This design comes from an exercise in tuning for small area and a short achievable clock period on the open sky130 flow, not from production work.
The RTL of this run was laid out without a check of its function.
Power figures rest on the tool's default switching activity, not on a simulated workload.

**flow/flow/run.sh**
```bash
#!/bin/bash
# Layout: the standard flow (standard.sh), with the port buffers that
# global placement inserts made plain buf_2 cells instead of the delay buffers
# the resizer picks by default.  make's full output goes to standard.log; each
# ORFS step also keeps its own log under orfs/logs/.
set -euo pipefail
export BUFFER_PORTS_ARGS="-buffer_cell sky130_fd_sc_hd__buf_2"
bash standard.sh > standard.log 2>&1
```
**flow/standard.sh**
```bash
#!/bin/bash
# synth_recipe.tcl (not shown) runs the flow's synth.tcl, then flattens the netlist and writes it again
# the make line also repeats each setting of config.mk as NAME=value (left out here)
make -C /OpenROAD-flow-scripts/flow DESIGN_CONFIG=/design/flow/config.mk WORK_HOME=/design/flow/orfs CLKGATE_MAP_FILE= SYNTH_SCRIPT=/design/flow/synth_recipe.tcl "${@:-finish}"
```
**flow/config.mk**
```make
export PLATFORM = sky130hd
export DESIGN_NAME = mac_array_2x2
export DESIGN_NICKNAME = mac_array_2x2
export VERILOG_FILES = /design/flow/design.v
export SDC_FILE = /design/flow/constraint.sdc
export NUM_CORES = 4
export LEC_CHECK = 0
export CAP_MARGIN = 20
export CORE_MARGIN = 2
export CORE_UTILIZATION = 40
export SETUP_SLACK_MARGIN = 2.0
export SLEW_MARGIN = 20
```
**flow/constraint.sdc**
```tcl
create_clock -name core_clock -period 6.5 [get_ports {clk}]
set_input_delay 1.3000 -clock core_clock [delete_from_list [all_inputs] [get_ports {clk}]]
set_output_delay 1.3000 -clock core_clock [all_outputs]
set_load 0.01 [all_outputs]
```
**flow/design.v**
```verilog
package mac_pkg;
  localparam int DATA_W = 8;
  localparam int ACC_W  = 32;
  typedef logic signed [DATA_W-1:0] operand_t;
  typedef logic signed [ACC_W-1:0]  acc_t;
  typedef operand_t operand_arr_t [2][2];
  typedef acc_t     acc_arr_t     [2][2];
endpackage
module mac_pe
#(
  parameter int DATA_W = mac_pkg::DATA_W,
  parameter int ACC_W  = mac_pkg::ACC_W
) (
  input  logic                     clk,
  input  logic                     rst_n,
  input  logic                     en,
  input  logic                     clear,
  input  logic signed [DATA_W-1:0] a,
  input  logic signed [DATA_W-1:0] b,
  output logic signed [ACC_W-1:0]  acc
);
  logic [15:0] h_r;
  logic [3:0] s_r;
  logic        cl_r;
  logic [12:0] r0_r;
  logic [12:0] r1_r;
  wire g228 = r0_r[0] & r1_r[0];
  wire g229 = r0_r[1] & r1_r[1];
  wire g230 = r0_r[2] & r1_r[2];
  wire g231 = r0_r[3] & r1_r[3];
  wire g232 = r0_r[4] & r1_r[4];
  wire g233 = r0_r[5] & r1_r[5];
  wire g234 = r0_r[6] & r1_r[6];
  wire g235 = r0_r[7] & r1_r[7];
  wire g236 = r0_r[8] & r1_r[8];
  wire g237 = r0_r[9] & r1_r[9];
  wire g238 = r0_r[10] & r1_r[10];
  wire g239 = r0_r[11] & r1_r[11];
  wire p240 = r0_r[0] ^ r1_r[0];
  wire p241 = r0_r[1] ^ r1_r[1];
  wire p242 = r0_r[2] ^ r1_r[2];
  wire p243 = r0_r[3] ^ r1_r[3];
  wire p244 = r0_r[4] ^ r1_r[4];
  wire p245 = r0_r[5] ^ r1_r[5];
  wire p246 = r0_r[6] ^ r1_r[6];
  wire p247 = r0_r[7] ^ r1_r[7];
  wire p248 = r0_r[8] ^ r1_r[8];
  wire p249 = r0_r[9] ^ r1_r[9];
  wire p250 = r0_r[10] ^ r1_r[10];
  wire p251 = r0_r[11] ^ r1_r[11];
  wire G252 = g228 | (p240 & cl_r);
  wire P253 = p240 & 1'b0;
  wire G254 = g229 | (p241 & g228);
  wire P255 = p241 & p240;
  wire G256 = g230 | (p242 & g229);
  wire P257 = p242 & p241;
  wire G258 = g231 | (p243 & g230);
  wire P259 = p243 & p242;
  wire G260 = g232 | (p244 & g231);
  wire P261 = p244 & p243;
  wire G262 = g233 | (p245 & g232);
  wire P263 = p245 & p244;
  wire G264 = g234 | (p246 & g233);
  wire P265 = p246 & p245;
  wire G266 = g235 | (p247 & g234);
  wire P267 = p247 & p246;
  wire G268 = g236 | (p248 & g235);
  wire P269 = p248 & p247;
  wire G270 = g237 | (p249 & g236);
  wire P271 = p249 & p248;
  wire G272 = g238 | (p250 & g237);
  wire P273 = p250 & p249;
  wire G274 = g239 | (p251 & g238);
  wire P275 = p251 & p250;
  wire G276 = G254 | (P255 & cl_r);
  wire P277 = P255 & 1'b0;
  wire G278 = G256 | (P257 & G252);
  wire P279 = P257 & P253;
  wire G280 = G258 | (P259 & G254);
  wire P281 = P259 & P255;
  wire G282 = G260 | (P261 & G256);
  wire P283 = P261 & P257;
  wire G284 = G262 | (P263 & G258);
  wire P285 = P263 & P259;
  wire G286 = G264 | (P265 & G260);
  wire P287 = P265 & P261;
  wire G288 = G266 | (P267 & G262);
  wire P289 = P267 & P263;
  wire G290 = G268 | (P269 & G264);
  wire P291 = P269 & P265;
  wire G292 = G270 | (P271 & G266);
  wire P293 = P271 & P267;
  wire G294 = G272 | (P273 & G268);
  wire P295 = P273 & P269;
  wire G296 = G274 | (P275 & G270);
  wire P297 = P275 & P271;
  wire G298 = G280 | (P281 & cl_r);
  wire P299 = P281 & 1'b0;
  wire G300 = G282 | (P283 & G252);
  wire P301 = P283 & P253;
  wire G302 = G284 | (P285 & G276);
  wire P303 = P285 & P277;
  wire G304 = G286 | (P287 & G278);
  wire P305 = P287 & P279;
  wire G306 = G288 | (P289 & G280);
  wire P307 = P289 & P281;
  wire G308 = G290 | (P291 & G282);
  wire P309 = P291 & P283;
  wire G310 = G292 | (P293 & G284);
  wire P311 = P293 & P285;
  wire G312 = G294 | (P295 & G286);
  wire P313 = P295 & P287;
  wire G314 = G296 | (P297 & G288);
  wire P315 = P297 & P289;
  wire G316 = G306 | (P307 & cl_r);
  wire P317 = P307 & 1'b0;
  wire G318 = G308 | (P309 & G252);
  wire P319 = P309 & P253;
  wire G320 = G310 | (P311 & G276);
  wire P321 = P311 & P277;
  wire G322 = G312 | (P313 & G278);
  wire P323 = P313 & P279;
  wire G324 = G314 | (P315 & G298);
  wire P325 = P315 & P299;
  wire sum326 = p240 ^ cl_r;
  wire sum327 = p241 ^ G252;
  wire sum328 = p242 ^ G276;
  wire sum329 = p243 ^ G278;
  wire sum330 = p244 ^ G298;
  wire sum331 = p245 ^ G300;
  wire sum332 = p246 ^ G302;
  wire sum333 = p247 ^ G304;
  wire sum334 = p248 ^ G316;
  wire sum335 = p249 ^ G318;
  wire sum336 = p250 ^ G320;
  wire sum337 = p251 ^ G322;
  wire [15:0] lo_v = {sum337, sum336, sum335, sum334, sum333, sum332, sum331, sum330, sum329, sum328, sum327, sum326, s_r[3], s_r[2], s_r[1], s_r[0]};
  wire [15:0] h_m1 = h_r - 16'd1;
  wire [15:0] h_p1 = h_r + 16'd1;
  wire [15:0] hi_c0 = (r0_r[12] & r1_r[12]) ? h_p1 : (r0_r[12] | r1_r[12]) ? h_r : h_m1;
  wire [15:0] hi_c1 = (r0_r[12] | r1_r[12]) ? h_p1 : h_r;
  wire [15:0] hi_v = G324 ? hi_c1 : hi_c0;
  wire [31:0] acc_v = {hi_v, lo_v};
  wire enn1 = ~en;
  wire pp2 = (a[0] & b[0]);
  wire pp3 = (a[0] & b[1]);
  wire pp4 = (a[0] & b[2]);
  wire pp5 = (a[0] & b[3]);
  wire pp6 = (a[0] & b[4]);
  wire pp7 = (a[0] & b[5]);
  wire pp8 = (a[0] & b[6]);
  wire pp9 = ~(a[0] & b[7]);
  wire pp10 = (a[1] & b[0]);
  wire pp11 = (a[1] & b[1]);
  wire pp12 = (a[1] & b[2]);
  wire pp13 = (a[1] & b[3]);
  wire pp14 = (a[1] & b[4]);
  wire pp15 = (a[1] & b[5]);
  wire pp16 = (a[1] & b[6]);
  wire pp17 = ~(a[1] & b[7]);
  wire pp18 = (a[2] & b[0]);
  wire pp19 = (a[2] & b[1]);
  wire pp20 = (a[2] & b[2]);
  wire pp21 = (a[2] & b[3]);
  wire pp22 = (a[2] & b[4]);
  wire pp23 = (a[2] & b[5]);
  wire pp24 = (a[2] & b[6]);
  wire pp25 = ~(a[2] & b[7]);
  wire pp26 = (a[3] & b[0]);
  wire pp27 = (a[3] & b[1]);
  wire pp28 = (a[3] & b[2]);
  wire pp29 = (a[3] & b[3]);
  wire pp30 = (a[3] & b[4]);
  wire pp31 = (a[3] & b[5]);
  wire pp32 = (a[3] & b[6]);
  wire pp33 = ~(a[3] & b[7]);
  wire pp34 = (a[4] & b[0]);
  wire pp35 = (a[4] & b[1]);
  wire pp36 = (a[4] & b[2]);
  wire pp37 = (a[4] & b[3]);
  wire pp38 = (a[4] & b[4]);
  wire pp39 = (a[4] & b[5]);
  wire pp40 = (a[4] & b[6]);
  wire pp41 = ~(a[4] & b[7]);
  wire pp42 = (a[5] & b[0]);
  wire pp43 = (a[5] & b[1]);
  wire pp44 = (a[5] & b[2]);
  wire pp45 = (a[5] & b[3]);
  wire pp46 = (a[5] & b[4]);
  wire pp47 = (a[5] & b[5]);
  wire pp48 = (a[5] & b[6]);
  wire pp49 = ~(a[5] & b[7]);
  wire pp50 = (a[6] & b[0]);
  wire pp51 = (a[6] & b[1]);
  wire pp52 = (a[6] & b[2]);
  wire pp53 = (a[6] & b[3]);
  wire pp54 = (a[6] & b[4]);
  wire pp55 = (a[6] & b[5]);
  wire pp56 = (a[6] & b[6]);
  wire pp57 = ~(a[6] & b[7]);
  wire pp58 = ~(a[7] & b[0]);
  wire pp59 = ~(a[7] & b[1]);
  wire pp60 = ~(a[7] & b[2]);
  wire pp61 = ~(a[7] & b[3]);
  wire pp62 = ~(a[7] & b[4]);
  wire pp63 = ~(a[7] & b[5]);
  wire pp64 = ~(a[7] & b[6]);
  wire pp65 = (a[7] & b[7]);
  wire s66 = pp7 ^ pp14;
  wire c67 = pp7 & pp14;
  wire s68, c68;
  assign {c68, s68} = pp8 + pp15 + pp22;
  wire s69 = pp29 ^ pp36;
  wire c70 = pp29 & pp36;
  wire s71, c71;
  assign {c71, s71} = pp9 + pp16 + pp23;
  wire s72, c72;
  assign {c72, s72} = pp30 + pp37 + pp44;
  wire s73 = pp51 ^ pp58;
  wire c74 = pp51 & pp58;
  wire s75, c75;
  assign {c75, s75} = pp17 + pp24 + pp31;
  wire s76, c76;
  assign {c76, s76} = pp38 + pp45 + pp52;
  wire s77, c77;
  assign {c77, s77} = pp25 + pp32 + pp39;
  wire s78 = pp46 ^ pp53;
  wire c79 = pp46 & pp53;
  wire s80, c80;
  assign {c80, s80} = pp33 + pp40 + pp47;
  wire q81 = pp2 & en;
  wire q82 = pp3 & en;
  wire q83 = pp10 & en;
  wire q84 = pp4 & en;
  wire q85 = pp11 & en;
  wire q86 = pp18 & en;
  wire q87 = pp5 & en;
  wire q88 = pp12 & en;
  wire q89 = pp19 & en;
  wire q90 = pp26 & en;
  wire q91 = pp6 & en;
  wire q92 = pp13 & en;
  wire q93 = pp20 & en;
  wire q94 = pp27 & en;
  wire q95 = pp34 & en;
  wire q96 = pp21 & en;
  wire q97 = pp28 & en;
  wire q98 = pp35 & en;
  wire q99 = pp42 & en;
  wire q100 = s66 & en;
  wire q101 = pp43 & en;
  wire q102 = pp50 & en;
  wire q103 = s68 & en;
  wire q104 = s69 & en;
  wire q105 = c67 & en;
  wire q106 = s71 & en;
  wire q107 = s72 & en;
  wire q108 = s73 & en;
  wire q109 = c68 & en;
  wire q110 = c70 & en;
  wire q111 = pp59 & en;
  wire q112 = s75 & en;
  wire q113 = s76 & en;
  wire q114 = c71 & en;
  wire q115 = c72 & en;
  wire q116 = c74 & en;
  wire q117 = pp60 & en;
  wire q118 = s77 & en;
  wire q119 = s78 & en;
  wire q120 = c75 & en;
  wire q121 = c76 & en;
  wire q122 = pp54 & en;
  wire q123 = pp61 & en;
  wire q124 = s80 & en;
  wire q125 = c77 & en;
  wire q126 = c79 & en;
  wire q127 = pp41 & en;
  wire q128 = pp48 & en;
  wire q129 = pp55 & en;
  wire q130 = pp62 & en;
  wire q131 = c80 & en;
  wire q132 = pp49 & en;
  wire q133 = pp56 & en;
  wire q134 = pp63 & en;
  wire q135 = pp57 & en;
  wire q136 = pp64 & en;
  wire q137 = pp65 & en;
  wire s138 = q87 ^ q88;
  wire c139 = q87 & q88;
  wire s140, c140;
  assign {c140, s140} = q91 + q92 + q93;
  wire s141 = q94 ^ q95;
  wire c142 = q94 & q95;
  wire s143, c143;
  assign {c143, s143} = q96 + q97 + q98;
  wire s144, c144;
  assign {c144, s144} = q99 + q100 + lo_v[5];
  wire s145, c145;
  assign {c145, s145} = q101 + q102 + q105;
  wire s146, c146;
  assign {c146, s146} = q104 + q103 + lo_v[6];
  wire s147, c147;
  assign {c147, s147} = q110 + q108 + q109;
  wire s148, c148;
  assign {c148, s148} = q106 + q107 + lo_v[7];
  wire s149, c149;
  assign {c149, s149} = q111 + q116 + q114;
  wire s150, c150;
  assign {c150, s150} = q115 + q112 + q113;
  wire s151 = en ^ lo_v[8];
  wire c152 = en & lo_v[8];
  wire s153, c153;
  assign {c153, s153} = q117 + q119 + q120;
  wire s154, c154;
  assign {c154, s154} = q121 + q118 + lo_v[9];
  wire s155, c155;
  assign {c155, s155} = q122 + q123 + q126;
  wire s156, c156;
  assign {c156, s156} = q125 + q124 + lo_v[10];
  wire s157, c157;
  assign {c157, s157} = q127 + q128 + q129;
  wire s158, c158;
  assign {c158, s158} = q130 + q131 + lo_v[11];
  wire s159, c159;
  assign {c159, s159} = q132 + q133 + q134;
  wire s160 = q84 ^ q85;
  wire c161 = q84 & q85;
  wire s162, c162;
  assign {c162, s162} = q89 + q90 + s138;
  wire s163, c163;
  assign {c163, s163} = c139 + s141 + s140;
  wire s164, c164;
  assign {c164, s164} = c142 + c140 + s143;
  wire s165, c165;
  assign {c165, s165} = c143 + s145 + c144;
  wire s166, c166;
  assign {c166, s166} = c145 + s147 + c146;
  wire s167, c167;
  assign {c167, s167} = c147 + s149 + s150;
  wire s168 = s151 ^ c148;
  wire c169 = s151 & c148;
  wire s170, c170;
  assign {c170, s170} = c149 + s153 + c150;
  wire s171 = c152 ^ s154;
  wire c172 = c152 & s154;
  wire s173, c173;
  assign {c173, s173} = s155 + c153 + c154;
  wire s174, c174;
  assign {c174, s174} = s157 + c155 + c156;
  wire s175, c175;
  assign {c175, s175} = c157 + s159 + lo_v[12];
  wire s176, c176;
  assign {c176, s176} = q135 + q136 + c159;
  wire s177 = q82 ^ q83;
  wire c178 = q82 & q83;
  wire s179, c179;
  assign {c179, s179} = q86 + s160 + lo_v[2];
  wire s180, c180;
  assign {c180, s180} = c161 + lo_v[3] + s162;
  wire s181, c181;
  assign {c181, s181} = c162 + lo_v[4] + s163;
  wire s182, c182;
  assign {c182, s182} = c163 + s164 + s144;
  wire s183, c183;
  assign {c183, s183} = c164 + s146 + s165;
  wire s184, c184;
  assign {c184, s184} = s148 + c165 + s166;
  wire s185, c185;
  assign {c185, s185} = s168 + s167 + c166;
  wire s186, c186;
  assign {c186, s186} = c169 + s170 + c167;
  wire s187, c187;
  assign {c187, s187} = s156 + c170 + c172;
  wire s188, c188;
  assign {c188, s188} = s158 + c173 + s174;
  wire s189, c189;
  assign {c189, s189} = c158 + s175 + c174;
  wire s190, c190;
  assign {c190, s190} = lo_v[13] + s176 + c175;
  wire s191, c191;
  assign {c191, s191} = q137 + lo_v[14] + c176;
  wire s192 = ~(enn1 ^ lo_v[15]);
  wire c193 = enn1 | lo_v[15];
  wire s194 = s171 ^ s186;
  wire c195 = s171 & s186;
  wire s196, c196;
  assign {c196, s196} = s173 + c186 + s187;
  wire s197 = c187 ^ s188;
  wire c198 = c187 & s188;
  wire s199 = s189 ^ c188;
  wire c200 = s189 & c188;
  wire s201 = s190 ^ c189;
  wire c202 = s190 & c189;
  wire s203 = s191 ^ c190;
  wire c204 = s191 & c190;
  wire s205 = s192 ^ c191;
  wire c206 = s192 & c191;
  wire g207 = q81 & lo_v[0];
  wire g208 = s177 & lo_v[1];
  wire g209 = c178 & s179;
  wire g210 = c179 & s180;
  wire p211 = q81 ^ lo_v[0];
  wire p212 = s177 ^ lo_v[1];
  wire p213 = c178 ^ s179;
  wire p214 = c179 ^ s180;
  wire G215 = g208 | (p212 & g207);
  wire P216 = p212 & p211;
  wire G217 = g209 | (p213 & g208);
  wire P218 = p213 & p212;
  wire G219 = g210 | (p214 & g209);
  wire P220 = p214 & p213;
  wire G221 = G217 | (P218 & g207);
  wire P222 = P218 & p211;
  wire G223 = G219 | (P220 & G215);
  wire P224 = P220 & P216;
  wire sum225 = p212 ^ g207;
  wire sum226 = p213 ^ G215;
  wire sum227 = p214 ^ G221;
  wire [3:0] s_n = {sum227, sum226, sum225, p211};
  wire cl_n = G223;
  wire [12:0] r0_n = {c193, s205, s203, s201, s199, s197, s196, c185, s185, c183, c182, c181, c180};
  wire [12:0] r1_n = {c206, c204, c202, c200, c198, c196, c195, s194, c184, s184, s183, s182, s181};
  always_ff @(posedge clk) begin
    if (!rst_n || clear) begin
      h_r  <= '0;
      s_r  <= '0;
      cl_r <= 1'b0;
      r0_r <= 13'b1000000000000;
      r1_r <= '0;
    end else begin
      h_r  <= hi_v;
      s_r  <= s_n;
      cl_r <= cl_n;
      r0_r <= r0_n;
      r1_r <= r1_n;
    end
  end
  assign acc = acc_v;
endmodule
module mac_array_2x2
#(
  parameter int DATA_W = mac_pkg::DATA_W,
  parameter int ACC_W  = mac_pkg::ACC_W
) (
  input  logic                  clk,
  input  logic                  rst_n,
  input  logic                  en,
  input  logic                  clear,
  input  logic [4*DATA_W-1:0]   a,
  input  logic [4*DATA_W-1:0]   b,
  output logic [4*ACC_W-1:0]    acc
);
  for (genvar gi = 0; gi < 2; gi++) begin : g_row
    for (genvar gj = 0; gj < 2; gj++) begin : g_col
      mac_pe #(
        .DATA_W (DATA_W),
        .ACC_W  (ACC_W)
      ) u_pe (
        .clk   (clk),
        .rst_n (rst_n),
        .en    (en),
        .clear (clear),
        .a     (a[(2*gi+gj)*DATA_W +: DATA_W]),
        .b     (b[(2*gi+gj)*DATA_W +: DATA_W]),
        .acc   (acc[(2*gi+gj)*ACC_W +: ACC_W])
      );
    end
  end
endmodule
```
==> impl_metrics.tcl <==
set metrics [dict create \
    vdd_drop_max_v 0.0001625 \
    antenna_found_initial 14 \
    syn-num-nets 2528 \
    leakage_nw 10.13 \
    clock-sinks 188 \
    gr-total-overflow 0 \
    crit_fanout 4 \
    dp_hpwl_um 35210 \
    yosysWarnings 1 \
    tns_ns 0 \
    outcome "timing/DRC/antenna clean" \
    die_h_um 219.1 \
    min-delay-start "g_row[1].g_col[0].u_pe.h_r[15]$_SDFF_PP0_" \
    drv_slew 0 \
    synth.most_common_cell "nand2_1" \
    fin_ws_ns 1.728 \
    finalHoldViolations 0 \
    r2r_cells 27 \
    fillCellCount 4377 \
    worst_setup_path_end_kind "register" \
    nNetsFinal 2701 \
    yosys-top-cells-count "nand2_1 (229), inv_1 (210), fa_1 (200), dfxtp_1 (188), and2_1 (169)" \
    viasPerCell 5.169 \
    synth_area_sq_um 18520 \
    critPathRequiredTime_ns 6.91 \
    grt_setup_unrepaired "yes" \
    cts_tree "built" \
    drt_first_pass_iters 6 \
    grt_pass1_vias 14940 \
    die_area_sq_um 48020 \
    max_freq_mhz 209.6 \
    cts_buffer_depth 2 \
    async_flop_share_pct 0 \
    synth_top_area_cell "fa_1" \
    ys_seq_area_share_pct 20.33 \
    drc_errors 0 \
    row_count 78 \
    htree_levels 4 \
    skew_ns 0.01130 \
    grt_pass1_wl_um 75960 \
    synthTopCellsByArea "fa_1 (22%), dfxtp_1 (20%), ha_1 (9.7%)" \
    vias 15060 \
    die_w_um 219.1 \
    area_growth_pct 18.56 \
    synth_top_area_share_pct 21.62 \
    reg2reg_to "g_row[1].g_col[0].u_pe.h_r[7]$_SDFF_PP0_" \
    hp-class "register to register" \
    synth_cells 2116 \
    clock_latency_ns 0.49 \
    cp-startpoint "g_row[1].g_col[0].u_pe.r1_r[0]$_SDFF_PP0_" \
    place_ws_ns 1.751 \
    ys_types 78 \
    endpoint "g_row[1].g_col[0].u_pe.h_r[7]$_SDFF_PP0_" \
    clkTransAtPathRegs_ns 0.08 \
    setup_violations 0 \
    cts_buffers 17 \
    yosys_register_bits 188 \
    cts_root_buf "clkbuf_16" \
    globalplace.congestion 0.8907 \
    period_needed_ns 4.772 \
    cts_hold_buf 0 \
    ant_nets 0 \
    ios 196 \
    reg2reg_slack_ns 1.73 \
    crit_arrival_ns 5.18 \
    grt_usage_pct 19.99 \
    synth-edff-count 0 \
    setup.worst_path.class "register to register" \
    max-cap-violations 0 \
    synth.avg_cell_area_sq_um 8.750 \
    portBuffers 195 \
    slew_headroom_pct 31.47 \
    core_sq_um 45580 \
    drtIter0Drc 730 \
    finalCritPeriodShare_pct 73.41 \
    critical_path.startpoint_type "register" \
    start_util_pct 40.62 \
    wire_per_inst_um 16.05 \
    layout-drive-gt1-share_pct 20.29 \
    r2r_start "g_row[1].g_col[0].u_pe.r1_r[0]$_SDFF_PP0_" \
    wirelength_um 46760 \
    powerDensity_nw_per_um2 216.1 \
    utilization_pct 48.17 \
    yosys_most_used_dff "dfxtp_1" \
    tightest_slew_ns 1.028 \
    grt_max_degree 165 \
]
## sequential cells by signal (all words and copies together) (netlist names)
signal	cells
g_row.g_col.u_pe.r1_r	52
g_row.g_col.u_pe.h_r	64
g_row.g_col.u_pe.cl_r	4
g_row.g_col.u_pe.s_r	16
g_row.g_col.u_pe.r0_r	52
## area by class of cell
cell class                 count  area (sq um)  share of cell area, %
tap                          600         750.7                  3.420
clock buffer                  17         425.4                  1.938
clock inverter                15         178.9                 0.8150
timing repair buffer         272          1634                  7.444
sequential                   188          3785                  17.24
multi-input combinational   1600         14360                  65.43
inverter                     210         788.3                  3.591
antenna                       11         27.53                 0.1254
## worst min path at each step
| stage | to | slack, ns | cells past startpoint |
|---|---|---|---|
| 2_1_floorplan | g_row[1].g_col[0].u_pe.h_r[15]$_SDFF_PP0_ | 0.45 | 2 |
| 6_report | g_row[1].g_col[0].u_pe.h_r[15]$_SDFF_PP0_ | 0.49 | 2 |
| 3_3_place_gp | g_row[1].g_col[0].u_pe.h_r[15]$_SDFF_PP0_ | 0.46 | 2 |
| 3_5_place_dp | g_row[1].g_col[0].u_pe.h_r[15]$_SDFF_PP0_ | 0.48 | 2 |
| 4_1_cts | g_row[1].g_col[0].u_pe.h_r[15]$_SDFF_PP0_ | 0.49 | 2 |
| 5_1_grt | g_row[1].g_col[0].u_pe.h_r[15]$_SDFF_PP0_ | 0.52 | 2 |
## kinds of logic (layout without fill, tap and decap cells)
kind of cell	Yosys count	after routing	share of synthesized area, %
compound gates	238	240	9.001
xor+xnor	107	107	5.062
fa+ha+maj	344	344	31.36
buf+inv	330	514	7.724
flops	188	188	20.33
mux	46	46	2.521
other cells	0	11	0
simple gates	863	863	24.01
## routing by layer
metal | global-route usage (%) | vias up | routed length, um
li1 | - | 7298 | -
met1 | 26.32 | 7327 | 21600
met2 | 32.44 | 371 | 21740
met3 | 4.602 | 52 | 2614
met4 | 6.441 | 8 | 758
met5 | 0 | - | 54
## layout by cell type, fill, tap and decap left out, types with 16 or more instances in the layout
| cell type | netlist | final |
|---|---|---|
| and2_1 | 169 | 169 |
| buf_2 | 3 | 194 |
| ha_4 | 0 | 16 |
| inv_1 | 210 | 210 |
| ha_1 | 144 | 126 |
| xor2_1 | 33 | 31 |
| and3_1 | 61 | 61 |
| a21oi_1 | 65 | 42 |
| clkbuf_16 | 0 | 17 |
| fa_1 | 200 | 200 |
| mux2i_1 | 41 | 40 |
| buf_4 | 48 | 62 |
| nor3_1 | 43 | 37 |
| nor2_1 | 109 | 105 |
| nand2_1 | 229 | 226 |
| nand3_1 | 96 | 93 |
| nor2b_1 | 32 | 31 |
| dfxtp_1 | 188 | 173 |
| xnor2_1 | 74 | 68 |
| a21o_1 | 27 | 26 |
| nand2b_1 | 55 | 54 |
## stage by stage
stage,cells,power [mW],instance area [sq um],hold slack (ns)
after detailed placement,2797,3.502,19670,0.4785
after CTS,2876,4.752,21330,0.4897
after floorplan,2116,3.004,18520,0.4544
final,2913,4.744,21950,0.4851
after global placement,2797,3.436,19670,0.4642
after global routing,2907,5.225,21940,0.5204
## critical path, stage by stage (launching register included)
cell and delay, ns:
dfxtp_2 0.34, ha_4 0.24, a211oi_4 0.22, nor3_2 0.07, or2_1 0.25, or4_4 0.50
a2111o_1 0.45, buf_4 0.16, buf_6 0.13, nor4_4 0.16, a21oi_2 0.08, buf_4 0.14
buf_4 0.12, buf_4 0.12, buf_4 0.12, buf_4 0.12, buf_4 0.12, buf_4 0.12
buf_4 0.12, buf_4 0.12, buf_4 0.12, buf_4 0.12, buf_4 0.12, buf_4 0.12
buf_4 0.12, buf_4 0.12, buf_4 0.12, mux2i_1 0.16
## power by group
| part | total, mW | internal [mW] | switching, mW |
|---|---|---|---|
| Clock | 1.11 | 0.580 | 0.534 |
| Combinational | 2.25 | 0.981 | 1.27 |
| Sequential | 1.38 | 1.29 | 0.0866 |
| Total | 4.74 | 2.85 | 1.89 |
## what timing repair did
action                                  4_1_cts  5_1_grt
endpoints found under the setup margin       64       61
pin swaps                                    40       40
setup buffers                                46       24
cloned                                        1        1
gates resized for setup                     127       76

[separate check: timing with driven ports]
Ports are ideal in the flow. The routed layout listed here was re-timed in OpenROAD. Step 1, drivers: a clkbuf_16 drives clk and a buf_2 each remaining input, both assumed. Step 2, shift: input delay + t, output delay - t, t = (earliest + latest rising clock arrival at the registers) / 2. This alone moves slack from input paths to output paths. Three values: ideal ports, drivers, drivers and shift; two values: the first two.
t (ns): 0.544
setup WS [ns]: 1.728 / 1.685 / 1.728
hold WS [ns]: 0.485 / 0.485 / 0.485
worst register clock-pin slew, ns: 0.08 / 0.08
After both steps this run still meets setup and hold. For this run, drivers alone change the setup slack by -0.043 ns; drivers and shift together by 0.000 ns.
